Context: an optimization exercise on an open-source flow, tuned for small area and a short achievable clock period. The choices shown serve that exercise and are no tape-out recipe.
Only simulation tests tie the RTL to the original design; equivalence was not proved.

==> inputs of run G <==
==> flow/design.v <==
module branch_predictor #(
    parameter int ENTRIES = 16,
    parameter int TAG_W   = 10
) (
    input  logic        clk,
    input  logic        rst_n,
    input  logic        f_valid,
    input  logic [63:0] f_pc,
    output logic        pred_taken,
    output logic [63:0] pred_target,
    input  logic        u_valid,
    input  logic        u_is_branch,
    input  logic [63:0] u_pc,
    input  logic        u_taken,
    input  logic [63:0] u_target,
    input  logic        u_pred_taken,
    input  logic [63:0] u_pred_target,
    output logic        mispredict,
    output logic [63:0] redirect_pc,
    output logic [31:0] branch_count,
    output logic [31:0] mispredict_count
);
    localparam int IDX_W = $clog2(ENTRIES);
    logic             tbl_valid  [ENTRIES];
    logic [TAG_W-1:0] tbl_tag    [ENTRIES];
    logic [63:0]      tbl_target [ENTRIES];
    logic [1:0]       tbl_ctr    [ENTRIES];
    logic [IDX_W-1:0] f_idx;
    logic [TAG_W-1:0] f_tag;
    logic [IDX_W-1:0] u_idx;
    logic [TAG_W-1:0] u_tag;
    logic             u_hit;
    logic             upd_en;
    logic             mis_cond;
    assign f_idx = f_pc[IDX_W+1:2];
    assign f_tag = f_pc[IDX_W+2 +: TAG_W];
    assign u_idx = u_pc[IDX_W+1:2];
    assign u_tag = u_pc[IDX_W+2 +: TAG_W];
    logic [ENTRIES*TAG_W-1:0] tag_flat;
    logic [ENTRIES*64-1:0]    tgt_flat;
    logic [ENTRIES-1:0]       taken_bit;
    for (genvar g = 0; g < ENTRIES; g++) begin : g_flat
        assign tag_flat[g*TAG_W +: TAG_W] = tbl_tag[g];
        assign tgt_flat[g*64 +: 64]       = tbl_target[g];
        assign taken_bit[g]               = tbl_valid[g] && tbl_ctr[g][1];
    end
    branch_predictor_lookup #(.ENTRIES(ENTRIES), .TAG_W(TAG_W)) u_lookup (
        .f_valid    (f_valid),
        .f_pc       (f_pc),
        .tag_flat   (tag_flat),
        .tgt_flat   (tgt_flat),
        .taken_bit  (taken_bit),
        .pred_taken (pred_taken),
        .pred_target(pred_target)
    );
    always_comb begin
        upd_en   = u_valid && u_is_branch;
        u_hit    = tbl_valid[u_idx] && (tbl_tag[u_idx] == u_tag);
        mis_cond = upd_en && ((u_taken != u_pred_taken) ||
                              (u_taken && (u_target != u_pred_target)));
    end
    always_ff @(posedge clk or negedge rst_n) begin
        if (!rst_n) begin
            for (int i = 0; i < ENTRIES; i++) begin
                tbl_valid[i] <= 1'b0;
                tbl_ctr[i]   <= 2'b01;
            end
        end else if (upd_en) begin
            if (u_hit) begin
                if (u_taken && tbl_ctr[u_idx] != 2'b11)
                    tbl_ctr[u_idx] <= tbl_ctr[u_idx] + 2'd1;
                else if (!u_taken && tbl_ctr[u_idx] != 2'b00)
                    tbl_ctr[u_idx] <= tbl_ctr[u_idx] - 2'd1;
            end else if (u_taken) begin
                tbl_valid[u_idx] <= 1'b1;
                tbl_ctr[u_idx]   <= 2'b10;
            end
        end
    end
    always_ff @(posedge clk) begin
        if (upd_en && u_taken) begin
            tbl_tag[u_idx]    <= u_tag;
            tbl_target[u_idx] <= u_target;
        end
    end
    logic [32:0] bc_inc, mc_inc;
    assign bc_inc = {1'b0, branch_count} + 33'd1;
    assign mc_inc = {1'b0, mispredict_count} + 33'd1;
    always_ff @(posedge clk or negedge rst_n) begin
        if (!rst_n) begin
            mispredict       <= 1'b0;
            redirect_pc      <= 64'd0;
            branch_count     <= 32'd0;
            mispredict_count <= 32'd0;
        end else begin
            mispredict <= mis_cond;
            if (upd_en) begin
                redirect_pc <= u_taken ? u_target : u_pc + 64'd4;
                if (!bc_inc[32])
                    branch_count <= bc_inc[31:0];
            end
            if (mis_cond && !mc_inc[32])
                mispredict_count <= mc_inc[31:0];
        end
    end
endmodule
module branch_predictor_lookup #(
    parameter int ENTRIES = 16,
    parameter int TAG_W   = 10
) (
    input  logic                     f_valid,
    input  logic [63:0]              f_pc,
    input  logic [ENTRIES*TAG_W-1:0] tag_flat,
    input  logic [ENTRIES*64-1:0]    tgt_flat,
    input  logic [ENTRIES-1:0]       taken_bit,
    output logic                     pred_taken,
    output logic [63:0]              pred_target
);
    localparam int IDX_W = $clog2(ENTRIES);
    logic [IDX_W-1:0]   f_idx;
    logic [TAG_W-1:0]   f_tag;
    logic [ENTRIES-1:0] f_dec;
    logic [ENTRIES-1:0] f_match;
    logic [63:0]        f_tgt;
    logic [63:0]        f_inc;
    assign f_idx = f_pc[IDX_W+1:2];
    assign f_tag = f_pc[IDX_W+2 +: TAG_W];
    for (genvar g = 0; g < ENTRIES; g++) begin : g_fsel
        assign f_dec[g]   = (f_idx == g);
        assign f_match[g] = taken_bit[g] && (tag_flat[g*TAG_W +: TAG_W] == f_tag);
    end
    always_comb begin
        f_tgt = '0;
        for (int i = 0; i < ENTRIES; i++)
            f_tgt = f_tgt | ({64{f_dec[i]}} & tgt_flat[i*64 +: 64]);
        f_inc       = {f_pc[63:2] + 62'd1, f_pc[1:0]};
        pred_taken  = f_valid && |(f_dec & f_match);
        pred_target = pred_taken ? f_tgt : f_inc;
    end
endmodule
==> flow/flow/run.sh <==
#!/bin/bash
# Standard ORFS layout with smaller port buffers (buf_1) and a clock tree without dummy loads.
export BUFFER_PORTS_ARGS="-buffer_cell sky130_fd_sc_hd__buf_1"
export CTS_ARGS="-sink_clustering_enable -repair_clock_nets -dont_use_dummy_load -sink_clustering_size 35 -sink_clustering_max_diameter 60 -buf_list {sky130_fd_sc_hd__clkbuf_8 sky130_fd_sc_hd__clkbuf_16}"
bash standard.sh > standard.log 2>&1
==> flow/standard.sh <==
#!/bin/bash
# synth_recipe.tcl (not shown) runs the flow's synth.tcl, then flattens the netlist and writes it again
# the make line also repeats each setting of config.mk as NAME=value (left out here)
make -C /OpenROAD-flow-scripts/flow DESIGN_CONFIG=/design/flow/config.mk WORK_HOME=/design/flow/orfs CLKGATE_MAP_FILE= SYNTH_SCRIPT=/design/flow/synth_recipe.tcl "${@:-finish}"
==> flow/config.mk <==
export PLATFORM = sky130hd
export DESIGN_NAME = branch_predictor
export DESIGN_NICKNAME = branch_predictor
export VERILOG_FILES = /design/flow/design.v
export SDC_FILE = /design/flow/constraint.sdc
export NUM_CORES = 4
export LEC_CHECK = 0
export CAP_MARGIN = 20
export CORE_MARGIN = 2
export CORE_UTILIZATION = 60
export CTS_BUF_LIST = sky130_fd_sc_hd__clkbuf_8 sky130_fd_sc_hd__clkbuf_16
export CTS_CLUSTER_DIAMETER = 60
export CTS_CLUSTER_SIZE = 35
export SETUP_SLACK_MARGIN = 1.7
export SLEW_MARGIN = 20
export SYNTH_HIERARCHICAL = 1
export TNS_END_PERCENT = 35
==> flow/constraint.sdc <==
create_clock -name core_clock -period 6.5 [get_ports {clk}]
set_input_delay 1.3000 -clock core_clock [delete_from_list [all_inputs] [get_ports {clk}]]
set_output_delay 1.3000 -clock core_clock [all_outputs]
set_load 0.01 [all_outputs]
==> inputs of run P, as changes to run G <==
==> flow/design.v, changed modules only <==
module branch_predictor #(
    parameter int ENTRIES = 16,
    parameter int TAG_W   = 10
) (
    input  logic        clk,
    input  logic        rst_n,
    input  logic        f_valid,
    input  logic [63:0] f_pc,
    output logic        pred_taken,
    output logic [63:0] pred_target,
    input  logic        u_valid,
    input  logic        u_is_branch,
    input  logic [63:0] u_pc,
    input  logic        u_taken,
    input  logic [63:0] u_target,
    input  logic        u_pred_taken,
    input  logic [63:0] u_pred_target,
    output logic        mispredict,
    output logic [63:0] redirect_pc,
    output logic [31:0] branch_count,
    output logic [31:0] mispredict_count
);
    localparam int IDX_W = $clog2(ENTRIES);
    logic             tbl_valid  [ENTRIES];
    logic [TAG_W-1:0] tbl_tag    [ENTRIES];
    logic [63:0]      tbl_target [ENTRIES];
    logic [1:0]       tbl_ctr    [ENTRIES];
    logic [IDX_W-1:0] f_idx;
    logic [TAG_W-1:0] f_tag;
    logic             f_hit;
    logic [IDX_W-1:0] u_idx;
    logic [TAG_W-1:0] u_tag;
    logic             u_hit;
    logic             upd_en;
    logic             mis_cond;
    assign f_idx = f_pc[IDX_W+1:2];
    assign f_tag = f_pc[IDX_W+2 +: TAG_W];
    assign u_idx = u_pc[IDX_W+1:2];
    assign u_tag = u_pc[IDX_W+2 +: TAG_W];
    always_comb begin
        f_hit       = tbl_valid[f_idx] && (tbl_tag[f_idx] == f_tag);
        pred_taken  = f_valid && f_hit && tbl_ctr[f_idx][1];
        pred_target = pred_taken ? tbl_target[f_idx] : f_pc + 64'd4;
    end
    always_comb begin
        upd_en   = u_valid && u_is_branch;
        u_hit    = tbl_valid[u_idx] && (tbl_tag[u_idx] == u_tag);
        mis_cond = upd_en && ((u_taken != u_pred_taken) ||
                              (u_taken && (u_target != u_pred_target)));
    end
    always_ff @(posedge clk or negedge rst_n) begin
        if (!rst_n) begin
            for (int i = 0; i < ENTRIES; i++) begin
                tbl_valid[i] <= 1'b0;
                tbl_ctr[i]   <= 2'b01;
            end
        end else if (upd_en) begin
            if (u_hit) begin
                if (u_taken && tbl_ctr[u_idx] != 2'b11)
                    tbl_ctr[u_idx] <= tbl_ctr[u_idx] + 2'd1;
                else if (!u_taken && tbl_ctr[u_idx] != 2'b00)
                    tbl_ctr[u_idx] <= tbl_ctr[u_idx] - 2'd1;
            end else if (u_taken) begin
                tbl_valid[u_idx] <= 1'b1;
                tbl_ctr[u_idx]   <= 2'b10;
            end
        end
    end
    always_ff @(posedge clk) begin
        if (upd_en && u_taken) begin
            tbl_tag[u_idx]    <= u_tag;
            tbl_target[u_idx] <= u_target;
        end
    end
    always_ff @(posedge clk or negedge rst_n) begin
        if (!rst_n) begin
            mispredict       <= 1'b0;
            redirect_pc      <= 64'd0;
            branch_count     <= 32'd0;
            mispredict_count <= 32'd0;
        end else begin
            mispredict <= mis_cond;
            if (upd_en) begin
                redirect_pc <= u_taken ? u_target : u_pc + 64'd4;
                if (branch_count != 32'hFFFF_FFFF)
                    branch_count <= branch_count + 32'd1;
            end
            if (mis_cond && mispredict_count != 32'hFFFF_FFFF)
                mispredict_count <= mispredict_count + 32'd1;
        end
    end
endmodule
// module branch_predictor_lookup removed
==> flow/run.sh (new file) <==
#!/bin/bash
# synth_recipe.tcl (not shown) runs the flow's synth.tcl, then flattens the netlist and writes it again
# the make line also repeats each setting of config.mk as NAME=value (left out here)
make -C /OpenROAD-flow-scripts/flow DESIGN_CONFIG=/design/flow/config.mk WORK_HOME=/design/flow/orfs CLKGATE_MAP_FILE= SYNTH_SCRIPT=/design/flow/synth_recipe.tcl finish
- CORE_UTILIZATION: 60 -> 40
- CTS_BUF_LIST: sky130_fd_sc_hd__clkbuf_8 sky130_fd_sc_hd__clkbuf_16 -> unset
- CTS_CLUSTER_DIAMETER: 60 -> unset
- CTS_CLUSTER_SIZE: 35 -> unset
- SETUP_SLACK_MARGIN: 1.7 -> unset
- SYNTH_HIERARCHICAL: 1 -> unset
- TNS_END_PERCENT: 35 -> unset
removed: flow/flow/run.sh
removed: flow/standard.sh
==> inputs of run A, as changes to run G <==
==> flow/design.v, changed modules only <==
module branch_predictor #(
    parameter int ENTRIES = 16,
    parameter int TAG_W   = 10
) (
    input  logic        clk,
    input  logic        rst_n,
    input  logic        f_valid,
    input  logic [63:0] f_pc,
    output logic        pred_taken,
    output logic [63:0] pred_target,
    input  logic        u_valid,
    input  logic        u_is_branch,
    input  logic [63:0] u_pc,
    input  logic        u_taken,
    input  logic [63:0] u_target,
    input  logic        u_pred_taken,
    input  logic [63:0] u_pred_target,
    output logic        mispredict,
    output logic [63:0] redirect_pc,
    output logic [31:0] branch_count,
    output logic [31:0] mispredict_count
);
    localparam int IDX_W = $clog2(ENTRIES);
    logic             tbl_valid  [ENTRIES];
    logic [TAG_W-1:0] tbl_tag    [ENTRIES];
    logic [63:0]      tbl_target [ENTRIES];
    logic [1:0]       tbl_ctr    [ENTRIES];
    logic [IDX_W-1:0] f_idx;
    logic [TAG_W-1:0] f_tag;
    logic [IDX_W-1:0] u_idx;
    logic [TAG_W-1:0] u_tag;
    logic             u_hit;
    logic             upd_en;
    logic             mis_cond;
    assign f_idx = f_pc[IDX_W+1:2];
    assign f_tag = f_pc[IDX_W+2 +: TAG_W];
    assign u_idx = u_pc[IDX_W+1:2];
    assign u_tag = u_pc[IDX_W+2 +: TAG_W];
    logic [ENTRIES-1:0] f_sel;
    logic [63:0]        f_hit_tgt;
    logic [63:0]        f_inc;
    for (genvar g = 0; g < ENTRIES; g++) begin : g_fsel
        assign f_sel[g] = f_valid && (f_idx == g) && tbl_valid[g] && tbl_ctr[g][1] &&
                          (tbl_tag[g] == f_tag);
    end
    always_comb begin
        f_hit_tgt = '0;
        for (int i = 0; i < ENTRIES; i++)
            f_hit_tgt = f_hit_tgt | ({64{f_sel[i]}} & tbl_target[i]);
        f_inc       = {f_pc[63:2] + 62'd1, f_pc[1:0]};
        pred_taken  = |f_sel;
        pred_target = f_hit_tgt | ({64{~pred_taken}} & f_inc);
    end
    always_comb begin
        upd_en   = u_valid && u_is_branch;
        u_hit    = tbl_valid[u_idx] && (tbl_tag[u_idx] == u_tag);
        mis_cond = upd_en && ((u_taken != u_pred_taken) ||
                              (u_taken && (u_target != u_pred_target)));
    end
    always_ff @(posedge clk or negedge rst_n) begin
        if (!rst_n) begin
            for (int i = 0; i < ENTRIES; i++) begin
                tbl_valid[i] <= 1'b0;
                tbl_ctr[i]   <= 2'b01;
            end
        end else if (upd_en) begin
            if (u_hit) begin
                if (u_taken && tbl_ctr[u_idx] != 2'b11)
                    tbl_ctr[u_idx] <= tbl_ctr[u_idx] + 2'd1;
                else if (!u_taken && tbl_ctr[u_idx] != 2'b00)
                    tbl_ctr[u_idx] <= tbl_ctr[u_idx] - 2'd1;
            end else if (u_taken) begin
                tbl_valid[u_idx] <= 1'b1;
                tbl_ctr[u_idx]   <= 2'b10;
            end
        end
    end
    always_ff @(posedge clk) begin
        if (upd_en && u_taken) begin
            tbl_tag[u_idx]    <= u_tag;
            tbl_target[u_idx] <= u_target;
        end
    end
    always_ff @(posedge clk or negedge rst_n) begin
        if (!rst_n) begin
            mispredict       <= 1'b0;
            redirect_pc      <= 64'd0;
            branch_count     <= 32'd0;
            mispredict_count <= 32'd0;
        end else begin
            mispredict <= mis_cond;
            if (upd_en) begin
                redirect_pc <= u_taken ? u_target : u_pc + 64'd4;
                if (branch_count != 32'hFFFF_FFFF)
                    branch_count <= branch_count + 32'd1;
            end
            if (mis_cond && mispredict_count != 32'hFFFF_FFFF)
                mispredict_count <= mispredict_count + 32'd1;
        end
    end
endmodule
// module branch_predictor_lookup removed
==> flow/flow/run.sh (replaced) <==
#!/bin/bash
export BUFFER_PORTS_ARGS="-buffer_cell sky130_fd_sc_hd__buf_2"
bash standard.sh > standard.log 2>&1
- CORE_UTILIZATION: 60 -> 40
- CTS_CLUSTER_SIZE: 35 -> 30
- SETUP_SLACK_MARGIN: 1.7 -> 2.5
- SYNTH_HIERARCHICAL: 1 -> unset
- TNS_END_PERCENT: 35 -> unset
==> run summary <==
- Run A went through all stages and came out clean. Run G passed the timing, DRC and antenna checks. Run P finished clean.
- Final cell count: run P is higher than run G (5.9%).
- The highest sequential share of layout area belongs to run G, the lowest to run P.
- Of run P and run G, run G has the higher maximum frequency (gap 22%, measured against run G).
- Via count: run P < run G < run A.
- In run A the die area is smaller than in run P, by 3.2%.
- Register-to-register slack, highest first: run A, run P, run G.

-- what the ideal ports hide --
The flow's constraints put no driver on any port. The routed layouts listed below were extracted and timed again, unchanged, in two steps. Step 1 assumes that a clkbuf_16 drives the clock port and a buf_2 every other input. Step 2, shift: input delay + t, output delay - t, t = (earliest + latest rising clock arrival at the registers) / 2. This alone moves slack from input paths to output paths. a / b / c = ideal / step 1 / step 2; a / b = the first two.
| run | t (ns) | slack for setup (ns) | worst hold slack (ns) | latest minus earliest clock arrival (ns) |
|---|---|---|---|---|
| run G | 0.744 | 1.572 / 1.501 / 0.878 | 0.487 / 0.487 / 0.487 | 0.106 / 0.107 |
| run P | 0.841 | 0.214 / 0.145 / 0.145 | 0.482 / 0.482 / 0.482 | 0.038 / 0.039 |
| run A | 0.815 | 1.493 / 1.437 / 1.437 | 0.479 / 0.479 / 0.479 | 0.050 / 0.050 |
After both steps setup and hold are still met in every run listed. For run G, which loses most, drivers alone change the setup slack by -0.071 ns; drivers and shift together by -0.694 ns.
